This design comes from an exercise in tuning for small area, a short achievable clock period and few clock cycles per item on the open sky130 flow, not from production work.
The RTL of this run was laid out without a check of its function.
Power figures rest on the tool's default switching activity, not on a simulated workload.

==> design/flow/config.mk <==
export PLATFORM = sky130hd
export DESIGN_NAME = trickle_interval_timer_unit
export DESIGN_NICKNAME = trickle_interval_timer_unit
export VERILOG_FILES = /design/flow/design.v
export SDC_FILE = /design/flow/constraint.sdc
export NUM_CORES = 4
export LEC_CHECK = 0
export CAP_MARGIN = 20
export CORE_MARGIN = 2
export CORE_UTILIZATION = 40
export CTS_BUF_LIST = sky130_fd_sc_hd__clkbuf_8
export PLACE_DENSITY = 0.6
export SLEW_MARGIN = 20
==> design/flow/design.v <==
`default_nettype none
package trk_tmr_pkg;
    localparam int unsigned EXP_W     = 5;
    localparam int unsigned CNT_W     = 8;
    localparam int unsigned TICK_W    = 22;
    localparam int unsigned HALF_W    = TICK_W - 1;
    localparam int unsigned RAND_W    = 16;
    localparam int unsigned CFG_IDX_W = 2;
    localparam int unsigned CFG_DAT_W = 8;
    localparam int unsigned MAX_EXP_DEF          = 24;
    localparam int unsigned TICKS_PER_SECOND_DEF = 128;
    localparam int unsigned MS_PER_SEC           = 1000;
    localparam int unsigned RAND_TOP             = (1 << RAND_W) - 1;
    localparam logic [TICK_W-1:0] TICK_MAX  = {TICK_W{1'b1}};
    localparam logic [CNT_W-1:0]  COUNT_MAX = {CNT_W{1'b1}};
    localparam logic [EXP_W-1:0] MIN_EXP_RST    = 5'd12;
    localparam logic [EXP_W-1:0] DOUBLINGS_RST  = 5'd8;
    localparam logic [CNT_W-1:0] REDUNDANCY_RST = 8'd10;
    typedef enum logic [1:0] {
        OP_TICK  = 2'd0,
        OP_HEARD = 2'd1,
        OP_RESET = 2'd2,
        OP_START = 2'd3
    } t_op;
    typedef enum logic [2:0] {
        EV_NONE     = 3'd0,
        EV_TRANSMIT = 3'd1,
        EV_SUPPRESS = 3'd2,
        EV_POSTPONE = 3'd3,
        EV_NEW_INTV = 3'd4
    } t_event;
    typedef enum logic [CFG_IDX_W-1:0] {
        CFG_MIN_EXP    = 2'd0,
        CFG_DOUBLINGS  = 2'd1,
        CFG_REDUNDANCY = 2'd2
    } t_cfg_idx;
    typedef struct packed {
        t_op               op;
        logic [RAND_W-1:0] rand_word;
        logic              addr_ready;
    } t_in_item;
    typedef struct packed {
        t_event            event_res;
        logic [EXP_W-1:0]  interval_exp;
        logic [CNT_W-1:0]  consistent_count;
    } t_out_item;
    typedef logic [(1 << EXP_W)-1:0][TICK_W-1:0] t_tick_tbl;
    function automatic t_tick_tbl ticks_table(input int unsigned tps);
        logic [(1 << EXP_W)*TICK_W-1:0] tbl;
        logic [63:0] t;
        for (int e = 0; e < (1 << EXP_W); e++) begin
            t = ((64'd1 << e) * 64'(tps)) / MS_PER_SEC;
            if (t > 64'(TICK_MAX)) begin
                t = 64'(TICK_MAX);
            end
            tbl[e*TICK_W +: TICK_W] = t[TICK_W-1:0];
        end
        ticks_table = tbl;
    endfunction
endpackage
`default_nettype wire
`default_nettype none
module trickle_interval_timer_unit #(
    parameter int unsigned TICKS_PER_SECOND = trk_tmr_pkg::TICKS_PER_SECOND_DEF,
    parameter int unsigned MAX_EXP          = trk_tmr_pkg::MAX_EXP_DEF
) (
    input  wire                                  i_clk,
    input  wire                                  i_rst_n,
    input  wire                                  i_in_valid,
    output logic                                 o_in_ready,
    input  wire [18:0]                           i_in,
    output logic                                 o_out_valid,
    input  wire                                  i_out_ready,
    output logic [15:0]                          o_out,
    input  wire                                  i_cfg_valid,
    output logic                                 o_cfg_ready,
    input  wire [trk_tmr_pkg::CFG_IDX_W-1:0]     i_cfg_index,
    input  wire [trk_tmr_pkg::CFG_DAT_W-1:0]     i_cfg_data
);
    localparam int unsigned EXP_W  = trk_tmr_pkg::EXP_W;
    localparam int unsigned CNT_W  = trk_tmr_pkg::CNT_W;
    localparam int unsigned TICK_W = trk_tmr_pkg::TICK_W;
    localparam logic [(1 << EXP_W)*TICK_W-1:0] TICK_TBL =
        trk_tmr_pkg::ticks_table(TICKS_PER_SECOND);
    localparam logic [EXP_W-1:0]  MAX_EXP_V  = EXP_W'(MAX_EXP);
    localparam logic [TICK_W-1:0] POSTPONE_T = TICK_W'(TICKS_PER_SECOND);
    localparam logic [TICK_W-1:0] T_TOP      = TICK_TBL[24*TICK_W +: TICK_W];
    logic [EXP_W-1:0] r_min_exp;
    logic [EXP_W-1:0] r_doublings;
    logic [CNT_W-1:0] r_redundancy;
    logic [EXP_W-1:0] r_ceil;
    logic [EXP_W-1:0]  r_exp;
    logic [CNT_W-1:0]  r_heard;
    logic [2:0]        r_event;
    logic              r_fire_pending;
    logic              r_running;
    logic              r_addr_ok;
    logic [TICK_W-1:0] r_ticks;
    logic [15:0]       r_b;
    logic              r_busy;
    logic              r_tail_pass;
    logic [4:0]        r_step;
    logic [15:0]       r_rem;
    logic              r_in_ready;
    logic              r_out_valid;
    logic              r_m_valid;
    logic [18:0]       r_m;
    logic              r_s_valid;
    logic [18:0]       r_s;
    assign o_cfg_ready = 1'b1;
    assign o_in_ready  = r_in_ready;
    assign o_out_valid = r_out_valid;
    assign o_out       = {r_event, r_exp, r_heard};
    logic in_xfer, proc, m_load;
    assign in_xfer = i_in_valid && r_in_ready;
    assign proc    = r_m_valid && !r_busy && (!r_out_valid || i_out_ready);
    assign m_load  = proc || !r_m_valid;
    logic [1:0]  op;
    logic [15:0] rnd;
    logic        rdy;
    assign op  = r_m[18:17];
    assign rnd = r_m[16:1];
    assign rdy = r_m[0];
    logic [EXP_W-1:0] eff_min, exp_up;
    always_comb begin
        eff_min = (r_min_exp > MAX_EXP_V) ? MAX_EXP_V : r_min_exp;
        exp_up  = (r_exp < r_ceil) ? r_exp + EXP_W'(1) : r_exp;
    end
    logic exp_long;
    assign exp_long = (r_exp >= 5'd10);
    logic [EXP_W-1:0]  n_exp;
    logic [CNT_W-1:0]  n_heard;
    logic [2:0]        n_event;
    logic              n_fire_pending, n_running, n_addr_ok;
    logic              do_begin, do_fire, do_count;
    logic [EXP_W-1:0]  begin_exp;
    always_comb begin
        n_exp          = r_exp;
        n_heard        = r_heard;
        n_event        = trk_tmr_pkg::EV_NONE;
        n_fire_pending = r_fire_pending;
        n_running      = r_running;
        n_addr_ok      = r_addr_ok;
        do_begin       = 1'b0;
        do_fire        = 1'b0;
        do_count       = 1'b0;
        begin_exp      = eff_min;
        case (op)
            trk_tmr_pkg::OP_TICK: begin
                if (r_running) begin
                    if (r_ticks[TICK_W-1:1] != '0) begin
                        do_count = 1'b1;
                    end else if (!r_addr_ok && !rdy) begin
                        n_event = trk_tmr_pkg::EV_POSTPONE;
                    end else begin
                        n_addr_ok = 1'b1;
                        if (r_fire_pending) begin
                            n_event = (r_heard < r_redundancy) ?
                                      trk_tmr_pkg::EV_TRANSMIT : trk_tmr_pkg::EV_SUPPRESS;
                            n_fire_pending = 1'b0;
                            do_fire = 1'b1;
                        end else begin
                            begin_exp = exp_up;
                            do_begin  = 1'b1;
                        end
                    end
                end
            end
            trk_tmr_pkg::OP_HEARD: begin
                if (r_heard != trk_tmr_pkg::COUNT_MAX) begin
                    n_heard = r_heard + CNT_W'(1);
                end
            end
            trk_tmr_pkg::OP_RESET: begin
                if (r_exp > eff_min) begin
                    do_begin = 1'b1;
                end
            end
            default: begin
                do_begin = 1'b1;
            end
        endcase
        if (do_begin) begin
            n_exp          = begin_exp;
            n_heard        = '0;
            n_event        = trk_tmr_pkg::EV_NEW_INTV;
            n_fire_pending = 1'b1;
            n_running      = 1'b1;
        end
    end
    logic begin_long;
    assign begin_long = (begin_exp >= 5'd10);
    logic       r_all1;
    logic [6:0] fire_s, tail_s, t_small;
    assign r_all1 = &rnd;
    always_comb begin
        t_small = 7'(TICK_TBL[begin_exp*TICK_W +: TICK_W]);
        case (begin_exp)
            5'd4:    fire_s = r_all1 ? 7'd2  : 7'd1;
            5'd5:    fire_s = r_all1 ? 7'd4  : {5'd0, 1'b1, rnd[15]};
            5'd6:    fire_s = r_all1 ? 7'd8  : {4'd0, 1'b1, rnd[15:14]};
            5'd7:    fire_s = r_all1 ? 7'd16 : {3'd0, 1'b1, rnd[15:13]};
            5'd8:    fire_s = r_all1 ? 7'd32 : {2'd0, 1'b1, rnd[15:12]};
            5'd9:    fire_s = r_all1 ? 7'd64 : {1'd0, 1'b1, rnd[15:11]};
            default: fire_s = 7'd0;
        endcase
        tail_s = t_small - fire_s;
    end
    logic [4:0]  n_bits;
    logic        h_bit, t_lsb, horner, last;
    logic [15:0] opnd, rot, rem_n;
    logic [16:0] sum17;
    logic [1:0]  k;
    logic        q_inc, q_shift;
    logic [TICK_W-1:0] q_add, q_n;
    always_comb begin
        n_bits = r_exp - 5'd3;
        h_bit  = T_TOP[5'd21 - r_step];
        t_lsb  = T_TOP[5'd24 - r_exp];
        horner = (r_step < n_bits);
        last   = r_tail_pass ? (r_step == n_bits + 5'd1) : (r_step == n_bits);
        opnd  = h_bit ? (r_tail_pass ? ~r_b : r_b) : 16'd0;
        rot   = {r_rem[14:0], r_rem[15]};
        sum17 = {1'b0, rot} + {1'b0, opnd};
        rem_n = sum17[15:0] + 16'(sum17[16]);
        k     = 2'(r_rem[15]) + 2'(sum17[16]) + 2'(h_bit && !r_tail_pass);
        if (horner) begin
            q_inc   = k[1];
            q_shift = 1'b1;
        end else if (r_step == n_bits) begin
            q_inc   = r_tail_pass ? (r_rem != 16'd0) : (r_rem == 16'hFFFF);
            q_shift = 1'b0;
        end else begin
            q_inc   = t_lsb;
            q_shift = 1'b0;
        end
        q_add = r_ticks + TICK_W'(q_inc);
        q_n   = q_shift ? {q_add[TICK_W-2:0], k[0]} : q_add;
    end
    always_ff @(posedge i_clk) begin
        if (!i_rst_n) begin
            r_min_exp    <= trk_tmr_pkg::MIN_EXP_RST;
            r_doublings  <= trk_tmr_pkg::DOUBLINGS_RST;
            r_redundancy <= trk_tmr_pkg::REDUNDANCY_RST;
        end else if (i_cfg_valid) begin
            case (i_cfg_index)
                trk_tmr_pkg::CFG_MIN_EXP:    r_min_exp    <= i_cfg_data[EXP_W-1:0];
                trk_tmr_pkg::CFG_DOUBLINGS:  r_doublings  <= i_cfg_data[EXP_W-1:0];
                trk_tmr_pkg::CFG_REDUNDANCY: r_redundancy <= i_cfg_data[CNT_W-1:0];
                default: begin
                end
            endcase
        end
    end
    logic [EXP_W:0] ceil_sum;
    assign ceil_sum = {1'b0, r_min_exp} + {1'b0, r_doublings};
    always_ff @(posedge i_clk) begin
        r_ceil <= (ceil_sum > {1'b0, MAX_EXP_V}) ? MAX_EXP_V : ceil_sum[EXP_W-1:0];
    end
    always_ff @(posedge i_clk) begin
        if (!i_rst_n) begin
            r_exp          <= '0;
            r_heard        <= '0;
            r_fire_pending <= 1'b0;
            r_running      <= 1'b0;
            r_addr_ok      <= 1'b0;
            r_busy         <= 1'b0;
        end else if (r_busy) begin
            if (last) begin
                r_busy <= 1'b0;
            end
        end else if (proc) begin
            r_exp          <= n_exp;
            r_heard        <= n_heard;
            r_fire_pending <= n_fire_pending;
            r_running      <= n_running;
            r_addr_ok      <= n_addr_ok;
            r_busy         <= (do_begin && begin_long) || (do_fire && exp_long);
        end
    end
    always_ff @(posedge i_clk) begin
        if (r_busy) begin
            r_step  <= r_step + 5'd1;
            r_ticks <= q_n;
            r_rem   <= rem_n;
        end else if (proc) begin
            r_event     <= n_event;
            r_step      <= '0;
            r_rem       <= '0;
            r_tail_pass <= do_fire;
            if (do_begin) begin
                r_b <= begin_long ? rnd : {9'd0, tail_s};
            end
            if (do_count) begin
                r_ticks <= r_ticks - TICK_W'(1);
            end else if (n_event == trk_tmr_pkg::EV_POSTPONE) begin
                r_ticks <= POSTPONE_T;
            end else if (do_fire) begin
                r_ticks <= exp_long ? '0 : {6'd0, r_b};
            end else if (do_begin) begin
                r_ticks <= begin_long ? '0 : {15'd0, fire_s};
            end
        end
    end
    always_ff @(posedge i_clk) begin
        if (!i_rst_n) begin
            r_out_valid <= 1'b0;
            r_m_valid   <= 1'b0;
            r_s_valid   <= 1'b0;
            r_in_ready  <= 1'b1;
        end else begin
            if (proc) begin
                r_out_valid <= 1'b1;
            end else if (i_out_ready) begin
                r_out_valid <= 1'b0;
            end
            if (m_load) begin
                r_m_valid  <= r_s_valid || in_xfer;
                r_s_valid  <= 1'b0;
                r_in_ready <= 1'b1;
            end else if (in_xfer) begin
                r_s_valid  <= 1'b1;
                r_in_ready <= 1'b0;
            end
        end
    end
    always_ff @(posedge i_clk) begin
        if (m_load) begin
            r_m <= r_s_valid ? r_s : i_in;
        end
        if (in_xfer) begin
            r_s <= i_in;
        end
    end
endmodule
`default_nettype wire
==> design/flow/flow/run.sh <==
#!/bin/bash
# The standard layout (standard.sh: its synthesis, floorplan, placement,
# CTS and routing, with the design's SDC), with two knobs changed:
#  * timing repair keeps a setup margin, so the achieved period is pushed
#    below the design's clock period;
#  * the port buffers are plain buffers instead of the resizer's pick.
# All of make's output goes to make_finish.log in the work folder.
set -euo pipefail
MARGIN=$(awk -v p="$FLOW_PERIOD_NS" 'BEGIN { printf "%.2f", p - 5.3 }')
bash standard.sh "SETUP_SLACK_MARGIN=$MARGIN" \
    "BUFFER_PORTS_ARGS=-buffer_cell sky130_fd_sc_hd__buf_1" finish > make_finish.log 2>&1
==> design/flow/standard.sh <==
#!/bin/bash
# synth_recipe.tcl (not shown) runs the flow's synth.tcl, then flattens the netlist and writes it again
# the make line also repeats each setting of config.mk as NAME=value (left out here)
make -C /OpenROAD-flow-scripts/flow DESIGN_CONFIG=/design/flow/config.mk WORK_HOME=/design/flow/orfs CLKGATE_MAP_FILE= SYNTH_SCRIPT=/design/flow/synth_recipe.tcl "${@:-finish}"
==> design/flow/constraint.sdc <==
create_clock -name core_clock -period 22.0 [get_ports {i_clk}]
set_input_delay 4.4000 -clock core_clock [delete_from_list [all_inputs] [get_ports {i_clk}]]
set_output_delay 4.4000 -clock core_clock [all_outputs]
set_load 0.01 [all_outputs]
==> notes.md <==
-- cell type report --
type | count | area share, %
sequential | 145 | 29.70
timing repair buffer | 173 | 10.26
tap | 335 | 3.140
clock buffer | 17 | 1.753
clock inverter | 15 | 1.350
inverter | 54 | 1.547
multi-input combinational | 927 | 52.24
-- where the power goes --
group | total [mW] | internal (mW) | switching [mW]
clock network | 0.224 | 0.0878 | 0.136
registers | 0.336 | 0.314 | 0.0215
logic | 0.256 | 0.118 | 0.138
total | 0.816 | 0.521 | 0.295
-- flip-flops by register name, summed over array words and instances (netlist names) --
signal / cells
r_addr_ok: 1
r_b: 16
r_busy: 1
r_ceil: 5
r_doublings: 5
r_event: 3
r_exp: 5
r_fire_pending: 1
r_heard: 8
r_in_ready: 1
r_m: 19
r_m_valid: 1
r_min_exp: 5
r_out_valid: 1
r_redundancy: 8
r_rem: 16
r_running: 1
r_s: 19
r_s_valid: 1
r_step: 5
r_tail_pass: 1
r_ticks: 22
-- through the flow --
stage          std cells  instance area [um2]  hold slack, ns
2_1_floorplan       1192                10870          0.4470
3_5_place_dp        1518                11250          0.4676
5_1_grt             1666                13350          0.5316
4_1_cts             1598                12460          0.4980
3_3_place_gp        1518                11250          0.4507
6_report            1666                13350          0.4971
-- repair_timing --
| item | in CTS | in global routing |
|---|---|---|
| gates cloned | 0 | 2 |
| setup endpoints to repair | 107 | 53 |
| gates resized for setup | 112 | 72 |
| setup buffers | 48 | 66 |
| pin swaps | 27 | 53 |
-- Yosys cell counts (all sizes together), types with 4 or more instances --
cell     number  share of area [%]
a22oi         7               0.49
o31ai         4               0.28
o2111ai       4               0.33
nor2        104                3.6
mux2i        28                2.7
inv          54                1.9
a21oi        70                3.3
o21ai        71                3.5
o211ai       12               0.84
edfxtp      101                 28
a211oi        4               0.28
nor4         16                1.1
and2         23                1.3
dfxtp        44                8.2
or3          13               0.76
a21o         18                1.3
nand3        31                1.4
nand4        26                1.7
buf          13               0.64
nor3b         5               0.35
o21a         16                1.1
a31oi        18                1.1
nor4b         4               0.33
or4           5               0.39
or2           5               0.29
a221o         5               0.47
nand2b       15               0.88
nor2b        25                1.5
ha           69                8.1
xor2         39                3.2
a21boi        4               0.28
o22ai        10               0.58
nor3         30                1.6
mux2         22                2.3
nand2       104                3.7
fa            4               0.75
clkbuf       54                1.9
xnor2        58                4.7
and3          8               0.47
-- how the worst max path moves through the flow --
stage | startpoint | endpoint | slack, ns | cells past startpoint
final | r_step[2]$_SDFFCE_PN0P_ | r_ticks[21]$_DFFE_PP_ | 16.58 | 25
after global placement | r_step[1]$_SDFFCE_PN0P_ | r_ticks[19]$_DFFE_PP_ | 15.88 | 24
after floorplan | i_out_ready | r_heard[6]$_SDFFE_PN0P_ | 16.39 | 7
after global routing | r_step[2]$_SDFFCE_PN0P_ | r_ticks[21]$_DFFE_PP_ | 16.30 | 25
after detailed placement | r_step[1]$_SDFFCE_PN0P_ | r_ticks[21]$_DFFE_PP_ | 15.71 | 24
after CTS | r_event[2]$_DFFE_PP_ | o_out[15] | 16.58 | 1
-- routing by layer --
layer,up-vias,routed length [um],GRT usage (%)
met5,-,0,0
met4,0,514,5.974
met3,42,1329,2.576
met2,255,14150,33.99
met1,4477,13090,25.90
li1,4585,-,-
-- critical path: stages, from the launching register on --
cell,delay [ns]
edfxtp_1,0.55
ha_4,0.35
mux4_2,0.52
a21oi_4,0.21
buf_6,0.14
buf_6,0.11
buf_6,0.12
nor2_1,0.08
ha_4,0.17
or3_1,0.37
a311o_1,0.29
o311a_1,0.13
a21o_1,0.16
a21o_1,0.18
fa_2,0.33
nor2_1,0.10
a21oi_1,0.05
ha_2,0.23
ha_4,0.18
nand4_1,0.17
nor2_4,0.10
nand2b_4,0.14
nor3_1,0.06
a211o_1,0.24
o311ai_1,0.08
o22ai_1,0.11
-- logic make-up after synthesis --
family                   synth area share, %
flip-flops                             36.55
other                                0.03502
multiplexers                           5.176
buffers and inverters                  4.428
adder cells (fa/ha/maj)                8.811
XOR/XNOR                               7.934
AND/OR/NAND/NOR                        19.84
AO/OA/AOI/OAI                          17.22
==> impl_metrics.py <==
metrics = {
    "status": {
        "status": "no timing/DRC/antenna violations",
    },
    "sta": {
        "fin_tns_setup_ns": 0,
        "setup_violations": 0,
        "skew_ns": 0.03363,
        "rsz0062_at_grt": "true",
        "fin_crit_sh_pct": 24.65,
        "tightest_slew_ns": 1.014,
        "final.setup.worst_slack_ns": 16.58,
        "final.min_clock_period_ns": 5.423,
        "max_slew_margin_pct": 32.42,
        "fmax_mhz": 184.4,
        "final_hold_viol_count": 0,
        "drv_slew": 0,
    },
    "synthesis": {
        "synth.avg_cell_area_um2": 8.983,
        "ys_seq_elements": 145,
        "ys_types": 78,
        "synth_seq_area_share_pct": 36.55,
        "synth_cells": 1192,
        "netlist_area_mm2": 0.01071,
        "yosys_warnings": 1,
        "synth_nets": 1299,
        "synth-edff-count": 101,
        "synth_flop_cell": "edfxtp_1",
        "async_flop_share_pct": 0,
    },
    "placed_design": {
        "routabilityCongestion": 0.8827,
        "hpwlAfterDp_um": 19380,
        "portBuffers": 51,
        "post-place-ws_ns": 15.71,
    },
    "grt": {
        "grt_util_all_layers_pct": 19.73,
        "grt_pass1_wl_um": 44880,
        "grt.overflow.total": 0,
        "antenna_found_initial": 0,
        "first_global_vias": 8696,
        "grt_start_max_net_pins": 46,
    },
    "worst_setup_path": {
        "cp-start-kind": "flop",
        "regToRegSetupSlack_ns": 16.58,
        "cp.arrival_ns": 5.65,
        "r2r-end": "r_ticks[21]$_DFFE_PP_",
        "end_kind": "flop",
        "r2r_cells": 25,
        "critPathMaxFanout": 6,
        "path_class": "flop to flop",
        "r2r-start": "r_step[2]$_SDFFCE_PN0P_",
        "cp.required_ns": 22.22,
    },
    "route": {
        "drt-initial-drc-count": 742,
        "drt_wl_total_um": 29080,
        "detail-route-antenna-nets": 0,
        "drc": 0,
        "dr.pass1.iters": 6,
        "wl_per_cell_um": 17.45,
        "viasPerCell": 5.618,
        "vias": 9359,
    },
    "min_path": {
        "whs_path_depth": 2,
        "min_to": "r_doublings[3]$_SDFFE_PN1P_",
        "hold_start": "r_doublings[3]$_SDFFE_PN1P_",
        "holdCritPathClass": "flop to flop",
    },
    "floorplan": {
        "fp-row-count": 59,
        "design.core.area_mm2": 0.02621,
        "start_util_pct": 40.86,
        "die_width_um": 167.6,
        "dieArea_mm2": 0.02809,
        "io_pins": 53,
        "fp.dieH_um": 167.6,
    },
    "power": {
        "peakVddDrop_v": 0.00003637,
        "totalPowerFinal_mw": 0.8158,
        "p_leak_nw": 5.142,
        "power_density_mw_per_mm2": 61.11,
    },
    "final_layout": {
        "area_delta_synth_final_pct": 24.67,
        "seq_area_mm2": 0.003965,
        "fin_nets": 1425,
        "drive_gt1_share_pct": 24.19,
        "final_cell_mix": "101 x edfxtp_1, 100 x buf_4, 97 x nand2_1",
        "fill_cells": 2367,
        "layout_commonest_cell": "edfxtp_1",
        "post-route-util_pct": 50.94,
        "multiInputGateArea_mm2": 0.006974,
        "n_antenna_cell": 0,
    },
    "cts": {
        "ctsLongestPathBuffers": 2,
        "cts_tree": "done",
        "clkTransAtPathRegs_ns": 0.12,
        "clk_latency_ns": 0.48,
        "htree_levels": 4,
        "clkSinkCount": 145,
        "hold_buffers": 0,
        "cts_root_buf": "clkbuf_8",
        "cts_buffers": 17,
    },
    "run": {
        "drv_cap": 0,
    },
}

what the ideal ports hide:
The flow's constraints put no driver on any port. The routed layout listed below was extracted and timed again, unchanged, in two steps.
Step 1 (the two cells are an assumption about what drives the block):
set clk [get_ports {i_clk}]
set_driving_cell -lib_cell sky130_fd_sc_hd__clkbuf_16 $clk
set_driving_cell -lib_cell sky130_fd_sc_hd__buf_2 [delete_from_list [all_inputs] $clk]
Step 2 times the ports against the registers' clock, not the clock port: input delays grow and output delays shrink by t, the midpoint of the rising clock arrivals with the driver on.
a / b / c = ideal ports / drivers / drivers and shift; a / b = the first two.
t, ns: 0.508
setup slack, ns: 16.577 / 16.556 / 16.128
worst setup path at the end: input to register
clock arrival spread, ns: 0.034 / 0.033
worst data-port slew with drivers (ns): 0.04
After both steps setup and hold are still met in this run. The setup slack of this run moves by -0.021 ns with the drivers and by -0.449 ns with both steps.
